This is an optimization exercise on Yosys and OpenROAD, whose aim is small area, not a production implementation.
At most, simulation tests tie the RTL to the original design; equivalence was not proved.
Power and IR drop assume default switching activity.

==> flow/design.v (excerpt) <==
module dd_top (
	input wire logic clk_i,
	input wire logic rst_rd_flag1,
	input wire logic [4-1:0] rxd_ena_i,
	input wire logic [4*13-1:0] fifo_usedw_i,
	input wire logic [4*32-1:0] fifo_rd_data_i,
	output logic [4-1:0] fifo_rd_req_o,
	input wire logic [4*25-1:0] clr_usedw_i,
	output logic [4*25-1:0] ddr_usedw_o,
	output logic [31:0] fdma_waddr_o,
	output logic [15:0] fdma_wsize_o,
	output logic fdma_wareq_o,
	input wire logic fdma_wbusy_i,
	output logic [31:0] fdma_wdata_o,
	input wire logic fdma_wvalid_i
);
Size: ~1,200 cells after synthesis, about 220 flip-flops, about 470 I/O pins.
==> flow/config.mk <==
export PLATFORM = sky130hd
export DESIGN_NAME = dd_top
export DESIGN_NICKNAME = dd_top
export VERILOG_FILES = /design/flow/design.v
export SDC_FILE = /design/flow/constraint.sdc
export NUM_CORES = 4
export LEC_CHECK = 0
export CAP_MARGIN = 20
export CORE_MARGIN = 2
export CORE_UTILIZATION = 40
export SLEW_MARGIN = 20
export SYNTH_HIERARCHICAL = 1
==> flow/constraint.sdc <==
create_clock -name core_clock -period 6.0 [get_ports {clk_i}]
set_input_delay 1.2000 -clock core_clock [delete_from_list [all_inputs] [get_ports {clk_i}]]
set_output_delay 1.2000 -clock core_clock [all_outputs]
set_load 0.01 [all_outputs]
standard.sh (not shown) runs the stock make flow with config.mk's settings and CLKGATE_MAP_FILE= SYNTH_SCRIPT=/design/flow/synth_recipe.tcl, a recipe that flattens the netlist after the stock synthesis.
==> flow/flow/run.sh <==
#!/bin/bash
# Standard ORFS layout with two changes: the port buffers use the smallest
# buffer cell, and clock tree synthesis uses larger sink clusters without
# dummy loads.
set -euo pipefail
bash standard.sh \
  'BUFFER_PORTS_ARGS=-buffer_cell sky130_fd_sc_hd__buf_1' \
  'CTS_ARGS=-sink_clustering_enable -repair_clock_nets -buf_list sky130_fd_sc_hd__clkbuf_4 -sink_clustering_size 10 -sink_clustering_max_diameter 50 -dont_use_dummy_load' \
  finish > standard_make.log 2>&1
Change:
--- a/flow/design.v
+++ b/flow/design.v
@@ -167,45 +167,47 @@
 		for (genvar i = 2; i <= 12; i++) begin : g_csa
 			dd_fa u_fa (.a(u[i]), .b(nclr[i]), .ci(A[i]), .s(P[i]), .co(K[i+1]));
 		end
 		assign s0[0] = ~(P[0] ^ nclr[0]);
 		assign rc[1] = P[0] | nclr[0];
 		dd_fa u_fa1 (.a(P[1]), .b(nclr[1]), .ci(rc[1]), .s(s0[1]), .co(rc[2]));
 		dd_ha u_ha2 (.a(P[2]), .b(rc[2]), .s(s0[2]), .co(rc[3]));
 		dd_fa u_fa3 (.a(P[3]), .b(K[3]), .ci(rc[3]), .s(s0[3]), .co(rc[4]));
 		dd_fa u_fa4 (.a(P[4]), .b(K[4]), .ci(rc[4]), .s(s0[4]), .co(rc[5]));
 		dd_fa u_fa5 (.a(P[5]), .b(K[5]), .ci(rc[5]), .s(s0[5]), .co(rc[6]));
 		dd_fa u_fa6 (.a(P[6]), .b(K[6]), .ci(rc[6]), .s(s0[6]), .co(rc[7]));
-		dd_fa u_fa7 (.a(P[7]), .b(K[7]), .ci(rc[7]), .s(s0[7]), .co(rc[8]));
-		dd_ha u_ha8 (.a(P[8]), .b(K[8]), .s(s0[8]), .co(rc[9]));
+		dd_ha u_ha7 (.a(P[7]), .b(K[7]), .s(s0[7]), .co(rc[8]));
+		dd_fa u_fa8 (.a(P[8]), .b(K[8]), .ci(rc[8]), .s(s0[8]), .co(rc[9]));
 		dd_fa u_fa9 (.a(P[9]), .b(K[9]), .ci(rc[9]), .s(s0[9]), .co(rc[10]));
 		dd_fa u_fa10 (.a(P[10]), .b(K[10]), .ci(rc[10]), .s(s0[10]), .co(rc[11]));
 		dd_fa u_fa11 (.a(P[11]), .b(K[11]), .ci(rc[11]), .s(s0[11]), .co(rc[12]));
 		dd_fa u_fa12 (.a(P[12]), .b(K[12]), .ci(rc[12]), .s(s0[12]), .co(rc[13]));
 		dd_ha u_ha13 (.a(P[13]), .b(nclr[13]), .s(s0[13]), .co(rc[14]));
 		dd_fa u_fa14 (.a(P[14]), .b(nclr[14]), .ci(rc[14]), .s(s0[14]), .co(rc[15]));
 		dd_fa u_fa15 (.a(P[15]), .b(nclr[15]), .ci(rc[15]), .s(s0[15]), .co(rc[16]));
 		dd_fa u_fa16 (.a(P[16]), .b(nclr[16]), .ci(rc[16]), .s(s0[16]), .co(rc[17]));
 		dd_fa u_fa17 (.a(P[17]), .b(nclr[17]), .ci(rc[17]), .s(s0[17]), .co(rc[18]));
 		dd_fa u_fa18 (.a(P[18]), .b(nclr[18]), .ci(rc[18]), .s(s0[18]), .co(rc[19]));
 		dd_ha u_ha19 (.a(P[19]), .b(nclr[19]), .s(s0[19]), .co(rc[20]));
 		dd_fa u_fa20 (.a(P[20]), .b(nclr[20]), .ci(rc[20]), .s(s0[20]), .co(rc[21]));
 		dd_fa u_fa21 (.a(P[21]), .b(nclr[21]), .ci(rc[21]), .s(s0[21]), .co(rc[22]));
 		dd_fa u_fa22 (.a(P[22]), .b(nclr[22]), .ci(rc[22]), .s(s0[22]), .co(rc[23]));
 		dd_fa u_fa23 (.a(P[23]), .b(nclr[23]), .ci(rc[23]), .s(s0[23]), .co(rc[24]));
 		dd_fa u_fa24 (.a(P[24]), .b(nclr[24]), .ci(rc[24]), .s(s0[24]), .co(rc[25]));
 		always_comb begin
 			logic ca, cb, t, ao;
-			x[7:0] = s0[7:0];
-			ca = rc[8];
+			x[6:0] = s0[6:0];
+			ca = rc[7];
 			ao = 1'b1;
+			x[7] = s0[7] ^ (ca & ao);
+			ao = ao & s0[7];
 			x[8] = s0[8] ^ (ca & ao);
 			ao = ao & s0[8];
 			x[9] = s0[9] ^ (ca & ao);
 			ao = ao & s0[9];
 			x[10] = s0[10] ^ (ca & ao);
 			ao = ao & s0[10];
 			x[11] = s0[11] ^ (ca & ao);
 			ao = ao & s0[11];
 			x[12] = s0[12] ^ (ca & ao);
 			ao = ao & s0[12];
 			ca = rc[13] | (ca & ao);
After rerunning: Maximum frequency is lower by 0.56%. Register-to-register slack is worse by 30 ps. Power is higher by 9.4%. Utilization hardly moves. Hold slack is worse by 160 ps. Flip-flop and latch count is unchanged. Wire length is lower by 1.9%. Synthesized cell count is higher by 1.8%. Critical path depth is unchanged. Via count is lower by 0.65%. Clock skew is higher by 49 ps.
Only the layout flow was run in the second run of this note; the RTL was not checked for function there.

re-timing with driven ports:
Ports are ideal in the flow. The routed layouts listed here were re-timed in OpenROAD. Step 1 (the two cells are an assumption about what drives the block):
set clk [get_ports {clk_i}]
set_driving_cell -lib_cell sky130_fd_sc_hd__clkbuf_16 $clk
set_driving_cell -lib_cell sky130_fd_sc_hd__buf_2 [delete_from_list [all_inputs] $clk]
Step 2, shift: input delay + t, output delay - t, t = (earliest + latest rising clock arrival at the registers) / 2. This alone moves slack from input paths to output paths. a / b / c = ideal ports / drivers / drivers and shift; a / b = the first two.
| run | shift t [ns] | slack for setup (ns) | worst hold slack (ns) | worst register clock-pin slew, ns |
|---|---|---|---|---|
| the first run | 0.723 | 0.406 / 0.406 / -0.314 | 0.584 / 0.584 / 0.584 | 0.11 / 0.11 |
| the second run | 0.653 | 0.375 / 0.375 / -0.257 | 0.420 / 0.392 / 0.591 | 0.11 / 0.11 |
With both steps, setup timing fails in the first run and the second run, where it was met with ideal ports. The setup slack of the first run, which loses most, moves by 0.000 ns with the drivers and by -0.720 ns with both steps.
